Context: an optimization exercise on an open-source flow, tuned for small area, a short achievable clock period and few clock cycles. The choices shown serve that exercise and are no tape-out recipe. At most, simulation tests tie the RTL to the original design; equivalence was not proved. Power is estimated from default activity; no workload was simulated.

// search_top
module search_top
#(
  parameter int DIM = 4,
  parameter int PQ_LENGTH = 5,
  parameter int IN_DEPTH = 4,
  parameter int OUT_CREDITS = 2
) (
  input  logic                   clk_100mhz,
  input  logic                   sys_rst,
  input  logic                   in_valid,
  input  logic [1:0]             in_op,
  input  logic [$clog2(DIM)-1:0] in_index,
  input  logic [15:0]            in_data,
  input  logic [15:0]            in_id,
  output logic                   in_credit,
  output logic                   res_valid,
  output logic [15:0]            res_id,
  output logic [39:0]            res_dist,
  output logic                   res_last,
  input  logic                   out_credit
);
  localparam int DW = 35;    
  localparam int NQ = PQ_LENGTH;
  logic in_q, in_c, in_e;
  assign in_q = in_valid && (in_op == 2'd0);
  assign in_c = in_valid && (in_op == 2'd1);
  assign in_e = in_valid && (in_op == 2'd2);
  logic       busy;       
  logic       cq;         
  logic [2:0] owed;       
  logic [3:0] nfree;      
  logic       withhold;
  logic       credit_d;
  logic       r_e, d_e, s_e, pe, drain_on;
  logic [2:0] owed_inc, owed_dec;
  logic [3:0] nfree_inc;
  logic       nfree_full;
  assign owed_inc   = owed + 3'd1;
  assign owed_dec   = owed - 3'd1;
  assign nfree_inc  = nfree + 4'd1;
  assign nfree_full = (nfree > 4'd3 + 4'(owed));
  assign busy     = r_e || d_e || s_e || pe || drain_on;
  ...
For scale: roughly 630 flip-flops, ~99 I/O pins, ~30000 um2 of cells after synthesis.
export LEC_CHECK = 0
export CAP_MARGIN = 20
export CORE_MARGIN = 2
export CORE_UTILIZATION = 60
export CTS_CLUSTER_DIAMETER = 150
export CTS_CLUSTER_SIZE = 25
export SLEW_MARGIN = 20
create_clock -name core_clock -period 14.0 [get_ports {clk_100mhz}]
standard.sh (not shown) runs the stock make flow with config.mk's settings and CLKGATE_MAP_FILE= SYNTH_SCRIPT=/design/flow/synth_recipe.tcl, a recipe that flattens the netlist after the stock synthesis.
==> flow/flow/run.sh <==
#!/bin/bash
# Standard layout, with repair_timing aiming for extra setup slack.
set -euo pipefail
bash standard.sh SETUP_SLACK_MARGIN=10 finish > standard.log 2>&1
Edit:
--- a/flow/design.v
+++ b/flow/design.v
@@ -937,89 +937,89 @@
     end else begin
       a_done <= (s_c && s_last) || (a_done && !take);
     end
   end
   logic [DW-1:0] n_d;
   logic [15:0]   n_id;
   logic          n_valid;
   logic [1:0]    n_ph;      
-  logic          n_c2, n_r1;
+  logic          n_c2, n_r1, n_r2;    
   logic [2:0]    n_p;       
   logic          ins;
   logic          step;
   logic          beat;
   logic          last_beat;
   logic [DW-1:0] q_d  [NQ];
   logic [15:0]   q_id [NQ];
   logic [2:0]    q_rk [NQ];
   logic [2:0]    q_cnt;
   logic [2:0]    sel_rk;    
   logic [NQ-1:0] sel_hit;
   logic [DW-1:0] sel_d;
   logic [15:0]   sel_id;
   logic          r_le;
-  logic [2:0]    p_fin;
   logic [2:0]    dr_j;      
+  logic [2:0]    dr_j1;     
   assign take = a_done && (!n_valid || ins) && !pe;
   assign step = n_valid && (n_ph != 2'd3) && !drain_on;
   assign ins  = n_valid && (n_ph == 2'd3) && !drain_on;
   always_comb begin
     if (drain_on) begin
-      sel_rk = dr_j + 3'd1;
+      sel_rk = dr_j1;
     end else begin
       case (n_ph)
         2'd0:    sel_rk = 3'd2;
         2'd1:    sel_rk = n_c2 ? 3'd3 : 3'd1;
         default: sel_rk = n_c2 ? 3'd4 : 3'd0;
       endcase
     end
     sel_d  = '0;
     sel_id = '0;
     for (int i = 0; i < NQ; i++) begin
       sel_hit[i] = (q_rk[i] == sel_rk);
       sel_d  = sel_d  | (q_d[i]  & {DW{sel_hit[i]}});
       sel_id = sel_id | (q_id[i] & {16{sel_hit[i]}});
     end
     r_le = (sel_rk < q_cnt) && (sel_d <= n_d);
     case ({n_c2, n_r1})
-      2'b00:   p_fin = r_le ? 3'd1 : 3'd0;
-      2'b01:   p_fin = 3'd2;
-      2'b10:   p_fin = 3'd3;
-      default: p_fin = r_le ? 3'd5 : 3'd4;
+      2'b00:   n_p = n_r2 ? 3'd1 : 3'd0;
+      2'b01:   n_p = 3'd2;
+      2'b10:   n_p = 3'd3;
+      default: n_p = n_r2 ? 3'd5 : 3'd4;
     endcase
   end
   always_ff @(posedge clk_100mhz) begin
     if (take) begin
       n_d  <= acc;
       n_id <= cand_id;
     end
   end
   always_ff @(posedge clk_100mhz) begin
     if (sys_rst) begin
       n_valid <= 1'b0;
       n_ph    <= 2'd0;
       n_c2    <= 1'b0;
       n_r1    <= 1'b0;
-      n_p     <= 3'd0;
+      n_r2    <= 1'b0;
     end else begin
       n_valid <= take || (n_valid && !ins);
       if (take || ins || last_beat) begin
         n_ph <= 2'd0;
       end else if (step) begin
         n_ph <= n_ph + 2'd1;
       end
       if (step && n_ph == 2'd0) begin
         n_c2 <= r_le;
       end
       if (step && n_ph == 2'd1) begin
         n_r1 <= r_le;
       end
       if (step && n_ph == 2'd2) begin
-        n_p <= p_fin;
+        n_r2 <= r_le;
       end
     end
   end
   logic [2:0]    top_rk;    
   logic [NQ-1:0] wr;
   logic          ins_take;
   assign top_rk   = (q_cnt == 3'(NQ)) ? 3'(NQ - 1) : q_cnt;
   assign ins_take = ins && (n_p != 3'(NQ));
@@ -1113,19 +1113,21 @@
     if (last_beat) begin
       cnt_nxt = 3'd0;
     end else if (ins_take && q_cnt != 3'(NQ)) begin
       cnt_nxt = q_cnt + 3'd1;
     end
   end
   always_ff @(posedge clk_100mhz) begin
     if (sys_rst) begin
-      dr_j <= 3'd0;
+      dr_j  <= 3'd0;
+      dr_j1 <= 3'd1;
     end else begin
-      dr_j <= j_nxt;
+      dr_j  <= j_nxt;
+      dr_j1 <= j_nxt + 3'd1;
     end
   end
   always_ff @(posedge clk_100mhz) begin
     if (sys_rst) begin
       dr_left   <= 3'd0;
       drain_on  <= 1'b0;
       cred      <= 2'(OUT_CREDITS);
       res_valid <= 1'b0;
What happened: First-iteration DRC count goes down by 2.4%. Synthesized cell count goes down by 0.61%. Fmax goes up by 5.2%. Total power goes up by 14%. Worst hold slack is about the same. Clock power goes down by about 0.6%. Die area hardly moves. Final cell count goes down by about 0.36%.
Testbench counts after the change, summed over its fixed seeds: cycles 18,955.
Only the layout flow was run in the first run of this note; the RTL was not checked for function there.

## run A
RTL: one of the versions met above, not the one the previous note started from.
For scale: roughly 2300 cells after synthesis, ~99 I/O pins.
Settings: LEC_CHECK=0, CAP_MARGIN=20, CORE_MARGIN=2, CORE_UTILIZATION=60, CTS_CLUSTER_DIAMETER=150, CTS_CLUSTER_SIZE=25, SLEW_MARGIN=20; clock period 14.0 ns.
==> flow/flow/run.sh <==
#!/bin/bash
# Standard layout, with repair_timing aiming for extra setup slack and plain
# buffers on the ports.
set -euo pipefail
bash standard.sh SETUP_SLACK_MARGIN=10 "BUFFER_PORTS_ARGS=-buffer_cell sky130_fd_sc_hd__buf_2" finish > standard.log 2>&1
The flow did not stop early for run A: all stages ran, and the layout cleared the timing, DRC and antenna checks.
Testbench counts of run A, summed over its fixed seeds: cycles 18,955.
[inputs] run B vs run A
--- a/flow/design.v
+++ b/flow/design.v
@@ -887,22 +887,22 @@
   always_ff @(posedge clk_100mhz) begin
     if (sys_rst) begin
       d_c <= 1'b0;
       d_e <= 1'b0;
     end else begin
       d_c <= r_c;
       d_e <= r_e;
     end
     d_first <= (r_idx == 2'd0);
     d_last  <= (r_idx == 2'(DIM - 1));
-    d_y     <= sub[15:0] ^ {16{sub[16]}};
-    d_neg   <= sub[16];
+    d_y     <= (sub[15:0] ^ {16{sub[16]}}) & {16{r_c}};
+    d_neg   <= sub[16] && r_c;
   end
   logic [31:0] sq_s, sq_c;
   logic [31:0] s_s, s_cy;
   logic        s_c, s_first, s_last;
   sq_tree sq0 (
     .y(d_y),
     .neg(d_neg),
     .s(sq_s),
     .c(sq_c)
   );
@@ -916,67 +916,84 @@
     end
     s_first <= d_first;
     s_last  <= d_last;
     s_s     <= sq_s;
     s_cy    <= sq_c;
   end
   logic [DW-1:0] acc;
   logic          a_done;    
   logic          take;      
   logic [DW-1:0] acc_in, csa_x, csa_y;
-  assign acc_in = s_first ? DW'(0) : acc;
+  assign acc_in = (s_c && s_first) ? DW'(0) : acc;
   assign csa_x  = acc_in ^ DW'(s_s) ^ DW'(s_cy);
   assign csa_y  = ((acc_in & DW'(s_s)) | (acc_in & DW'(s_cy)) | (DW'(s_s) & DW'(s_cy))) << 1;
   always_ff @(posedge clk_100mhz) begin
-    if (s_c) begin
-      acc <= csa_x + csa_y;
-    end
+    acc <= csa_x + csa_y;
   end
   always_ff @(posedge clk_100mhz) begin
     if (sys_rst) begin
       a_done <= 1'b0;
     end else begin
       a_done <= (s_c && s_last) || (a_done && !take);
     end
   end
   logic [DW-1:0] n_d;
   logic [15:0]   n_id;
   logic          n_valid;
   logic [1:0]    n_ph;      
   logic          n_c2, n_r1, n_r2;    
+  logic [2:0]    pe_k;      
+  logic          start;     
   logic [2:0]    n_p;       
   logic          ins;
   logic          step;
   logic          beat;
   logic          last_beat;
   logic [DW-1:0] q_d  [NQ];
   logic [15:0]   q_id [NQ];
   logic [2:0]    q_rk [NQ];
   logic [2:0]    q_cnt;
   logic [2:0]    sel_rk;    
   logic [NQ-1:0] sel_hit;
   logic [DW-1:0] sel_d;
   logic [15:0]   sel_id;
   logic          r_le;
   logic [2:0]    dr_j;      
   logic [2:0]    dr_j1;     
+  logic [2:0]    n_plo;     
+  logic          n_drop;    
   assign take = a_done && (!n_valid || ins) && !pe;
+  always_comb begin
+    case (n_ph)
+      2'd0:    n_plo = 3'd0;
+      2'd1:    n_plo = n_c2 ? 3'd3 : 3'd0;
+      2'd2:    n_plo = {n_c2, n_r1} == 2'b11 ? 3'd4 : {n_c2, n_r1} == 2'b10 ? 3'd3 :
+                       {n_c2, n_r1} == 2'b01 ? 3'd2 : 3'd0;
+      default: n_plo = n_p;
+    endcase
+  end
+  assign n_drop = n_valid && (n_plo >= pe_k);
+  logic n_gone;
+  assign n_gone = n_drop && pe && !drain_on && !ins;
   assign step = n_valid && (n_ph != 2'd3) && !drain_on;
   assign ins  = n_valid && (n_ph == 2'd3) && !drain_on;
   always_comb begin
     if (drain_on) begin
-      sel_rk = dr_j1;
+      sel_rk = beat ? dr_j1 : dr_j;
+    end else if (!n_valid) begin
+      sel_rk = 3'd0;
     end else begin
       case (n_ph)
         2'd0:    sel_rk = 3'd2;
         2'd1:    sel_rk = n_c2 ? 3'd3 : 3'd1;
-        default: sel_rk = n_c2 ? 3'd4 : 3'd0;
+        2'd2:    sel_rk = n_c2 ? 3'd4 : 3'd0;
+        default: sel_rk = 3'd0;
       endcase
     end
     sel_d  = '0;
     sel_id = '0;
     for (int i = 0; i < NQ; i++) begin
       sel_hit[i] = (q_rk[i] == sel_rk);
       sel_d  = sel_d  | (q_d[i]  & {DW{sel_hit[i]}});
       sel_id = sel_id | (q_id[i] & {16{sel_hit[i]}});
     end
     r_le = (sel_rk < q_cnt) && (sel_d <= n_d);
@@ -994,21 +1011,21 @@
     end
   end
   always_ff @(posedge clk_100mhz) begin
     if (sys_rst) begin
       n_valid <= 1'b0;
       n_ph    <= 2'd0;
       n_c2    <= 1'b0;
       n_r1    <= 1'b0;
       n_r2    <= 1'b0;
     end else begin
-      n_valid <= take || (n_valid && !ins);
+      n_valid <= take || (n_valid && !ins && !n_gone);
       if (take || ins || last_beat) begin
         n_ph <= 2'd0;
       end else if (step) begin
         n_ph <= n_ph + 2'd1;
       end
       if (step && n_ph == 2'd0) begin
         n_c2 <= r_le;
       end
       if (step && n_ph == 2'd1) begin
         n_r1 <= r_le;
@@ -1055,34 +1072,32 @@
           end else if (q_rk[i] >= n_p && q_rk[i] < top_rk) begin
             q_rk[i] <= q_rk[i] + 3'd1;
           end
         end
       end
     end
   end
   logic [DW-1:0] h_d;
   logic [15:0]   h_id;
   always_ff @(posedge clk_100mhz) begin
-    if (beat) begin
-      h_d  <= sel_d;
-      h_id <= sel_id;
-    end else if (ins_take && n_p == 3'd0) begin
+    if (ins_take && n_p == 3'd0) begin
       h_d  <= n_d;
       h_id <= n_id;
+    end else begin
+      h_d  <= sel_d;
+      h_id <= sel_id;
     end
   end
-  logic [2:0] pe_k;
   logic [2:0] dr_left;    
   logic [1:0] cred;       
   logic [2:0] dr_nxt;
   logic [1:0] cred_nxt;
-  logic       start;
   assign beat      = res_valid;
   assign last_beat = res_valid && res_last;
   assign start     = pe && !drain_on && (!n_valid || ins);
   always_ff @(posedge clk_100mhz) begin
     if (sys_rst) begin
       pe <= 1'b0;
     end else begin
       pe <= s_e || (pe && !start);
     end
     if (r_e) begin
==> notes.md <==
- Row cell area: run B lower / run A higher
- [compare] base=run A new=run B: number of enable-type register cells in the synthesized netlist saw a decrease; placed instance count saw a decrease; fmax saw a decrease; switching power saw a decrease.
- Critical path depth (higher): run B
- The run showing the greater arrival time at the worst endpoint is run B.
- Re sequential cell area share: run B and run A aren't equal, and the lower value belongs to run B.
- Run B — combinational power 86% lower, run A as reference
- [run B] met2 wirelength from detailed routing fell 200 um relative to run A
- Run A ended up with reg2out as its critical path start-end classification; run B ended up with reg2reg.
- Diff run A -> run B | leakage power total | increase of 0.39 nW
- In the flow results for run B and run A, the buffers plus inverters on the worst setup path is smaller on run A.
- Overall routed net length was higher in the run labelled run A.
- Comparing run B and run A, the higher power is on run A.
For run B, only the layout was checked, not whether the RTL still works.

Another version of the RTL of search_top (not shown whole).
Size: about 630 flip-flops, ~29000 um2 of cells after synthesis.
export LEC_CHECK = 0
export CAP_MARGIN = 20
export CORE_MARGIN = 2
export CORE_UTILIZATION = 60
export CTS_CLUSTER_DIAMETER = 150
export CTS_CLUSTER_SIZE = 25
export SLEW_MARGIN = 20
create_clock -name core_clock -period 14.0 [get_ports {clk_100mhz}]
Scripts as last shown in full above: flow/flow/run.sh
Next try:
--- a/flow/design.v
+++ b/flow/design.v
@@ -952,49 +952,43 @@
   logic [15:0]   q_id [NQ];
   logic [2:0]    q_rk [NQ];
   logic [2:0]    q_cnt;
   logic [2:0]    sel_rk;    
   logic [NQ-1:0] sel_hit;
   logic [DW-1:0] sel_d;
   logic [15:0]   sel_id;
   logic          r_le;
   logic [2:0]    dr_j;      
   logic [2:0]    dr_j1;     
-  logic          n_dr;      
-  logic          dr_now;    
+  logic [2:0]    n_plo;     
+  logic          n_drop;    
   assign take = a_done && (!n_valid || ins) && !pe;
   always_comb begin
-    dr_now = 1'b0;
-    if (n_ph == 2'd0) begin
-      dr_now = r_le && (pe_k <= 3'd3);
-    end else if (n_ph == 2'd1) begin
-      case ({n_c2, r_le})
-        2'b11:   dr_now = (pe_k <= 3'd4);
-        2'b10:   dr_now = (pe_k <= 3'd3);
-        2'b01:   dr_now = (pe_k <= 3'd2);
-        default: dr_now = 1'b0;
-      endcase
-    end
+    case (n_ph)
+      2'd0:    n_plo = 3'd0;
+      2'd1:    n_plo = n_c2 ? 3'd3 : 3'd0;
+      2'd2:    n_plo = {n_c2, n_r1} == 2'b11 ? 3'd4 : {n_c2, n_r1} == 2'b10 ? 3'd3 :
+                       {n_c2, n_r1} == 2'b01 ? 3'd2 : 3'd0;
+      default: n_plo = n_p;
+    endcase
   end
-  assign step = n_valid && (n_ph != 2'd3) && !drain_on && !n_dr;
+  assign n_drop = n_valid && (n_plo >= pe_k);
+  assign step = n_valid && (n_ph != 2'd3) && !drain_on;
   assign ins  = n_valid && (n_ph == 2'd3) && !drain_on;
   always_comb begin
     if (drain_on) begin
-      sel_rk = beat ? dr_j1 : dr_j;
-    end else if (!n_valid || n_dr) begin
-      sel_rk = 3'd0;
+      sel_rk = dr_j1;
     end else begin
       case (n_ph)
         2'd0:    sel_rk = 3'd2;
         2'd1:    sel_rk = n_c2 ? 3'd3 : 3'd1;
-        2'd2:    sel_rk = n_c2 ? 3'd4 : 3'd0;
-        default: sel_rk = 3'd0;
+        default: sel_rk = n_c2 ? 3'd4 : 3'd0;
       endcase
     end
     sel_d  = '0;
     sel_id = '0;
     for (int i = 0; i < NQ; i++) begin
       sel_hit[i] = (q_rk[i] == sel_rk);
       sel_d  = sel_d  | (q_d[i]  & {DW{sel_hit[i]}});
       sel_id = sel_id | (q_id[i] & {16{sel_hit[i]}});
     end
     r_le = (sel_rk < q_cnt) && (sel_d <= n_d);
@@ -1011,28 +1005,22 @@
       n_id <= cand_id;
     end
   end
   always_ff @(posedge clk_100mhz) begin
     if (sys_rst) begin
       n_valid <= 1'b0;
       n_ph    <= 2'd0;
       n_c2    <= 1'b0;
       n_r1    <= 1'b0;
       n_r2    <= 1'b0;
-      n_dr    <= 1'b0;
     end else begin
-      n_valid <= take || (n_valid && !ins && !(start && n_dr));
-      if (take) begin
-        n_dr <= 1'b0;
-      end else if (step && pe && dr_now) begin
-        n_dr <= 1'b1;
-      end
+      n_valid <= take || (n_valid && !ins && !(start && n_drop));
       if (take || ins || last_beat) begin
         n_ph <= 2'd0;
       end else if (step) begin
         n_ph <= n_ph + 2'd1;
       end
       if (step && n_ph == 2'd0) begin
         n_c2 <= r_le;
       end
       if (step && n_ph == 2'd1) begin
         n_r1 <= r_le;
@@ -1079,35 +1067,35 @@
           end else if (q_rk[i] >= n_p && q_rk[i] < top_rk) begin
             q_rk[i] <= q_rk[i] + 3'd1;
           end
         end
       end
     end
   end
   logic [DW-1:0] h_d;
   logic [15:0]   h_id;
   always_ff @(posedge clk_100mhz) begin
-    if (ins_take && n_p == 3'd0) begin
-      h_d  <= n_d;
-      h_id <= n_id;
-    end else begin
+    if (beat) begin
       h_d  <= sel_d;
       h_id <= sel_id;
+    end else if (ins_take && n_p == 3'd0) begin
+      h_d  <= n_d;
+      h_id <= n_id;
     end
   end
   logic [2:0] dr_left;    
   logic [1:0] cred;       
   logic [2:0] dr_nxt;
   logic [1:0] cred_nxt;
   assign beat      = res_valid;
   assign last_beat = res_valid && res_last;
-  assign start     = pe && !drain_on && (!n_valid || ins || n_dr);
+  assign start     = pe && !drain_on && (!n_valid || ins || n_drop);
   always_ff @(posedge clk_100mhz) begin
     if (sys_rst) begin
       pe <= 1'b0;
     end else begin
       pe <= s_e || (pe && !start);
     end
     if (r_e) begin
       pe_k <= k_clamp;
     end
   end
Sequential cell count falls by 1.
First-iteration DRC count falls by roughly a tenth.
Power rises by about a fifth.
Clock power falls slightly.
Design area rises slightly.
Via count hardly moves.
Non-clock buffer count falls by 29.
Wire length falls by a few percent.
Synthesized cell count rises slightly.
Utilization falls by 1.3 points.
Clock skew falls by 0.0061 ns.
Testbench counts after the change, summed over its fixed seeds: cycles 18,905.
Only the layout flow was run in the first run of this note; the RTL was not checked for function there.

-- what the ideal ports hide --
The results above use ideal ports. As a check the final layouts listed here were re-extracted and re-timed, cells and wires unchanged. Step 1 assumes that a clkbuf_16 drives the clock port and a buf_2 every other input. Step 2 adds t to the input delays and takes it off the output delays; t is the mean of the earliest and latest rising clock arrival at the registers after step 1. Input paths then give back, and output paths get back, about the clock's delay inside the block. Slacks: ideal / step 1 / step 2; pairs: ideal / step 1.
run | shift t [ns] | setup WS [ns] | slew at the worst register clock pin (ns) | worst slew at a driven data input, ns | cell pins on the clock port's net
the first run of note 1 | 0.673 | 9.781 / 9.781 / 9.500 | 0.11 / 0.11 | 0.04 | 1
the second run of note 1 | 0.641 | 9.987 / 9.934 / 9.482 | 0.10 / 0.10 | 0.05 | 1
run A | 0.643 | 9.987 / 9.930 / 9.610 | 0.10 / 0.10 | 0.04 | 1
run B | 0.663 | 9.939 / 9.939 / 9.484 | 0.10 / 0.10 | 0.04 | 1
the first run of note 3 | 0.665 | 9.583 / 9.583 / 9.553 | 0.11 / 0.11 | 0.04 | 1
the second run of note 3 | 0.647 | 10.006 / 9.949 / 9.547 | 0.11 / 0.11 | 0.04 | 1
After both steps setup and hold are still met in every run listed. The setup slack of the second run of note 1, which loses most, moves by -0.053 ns with the drivers and by -0.505 ns with both steps.
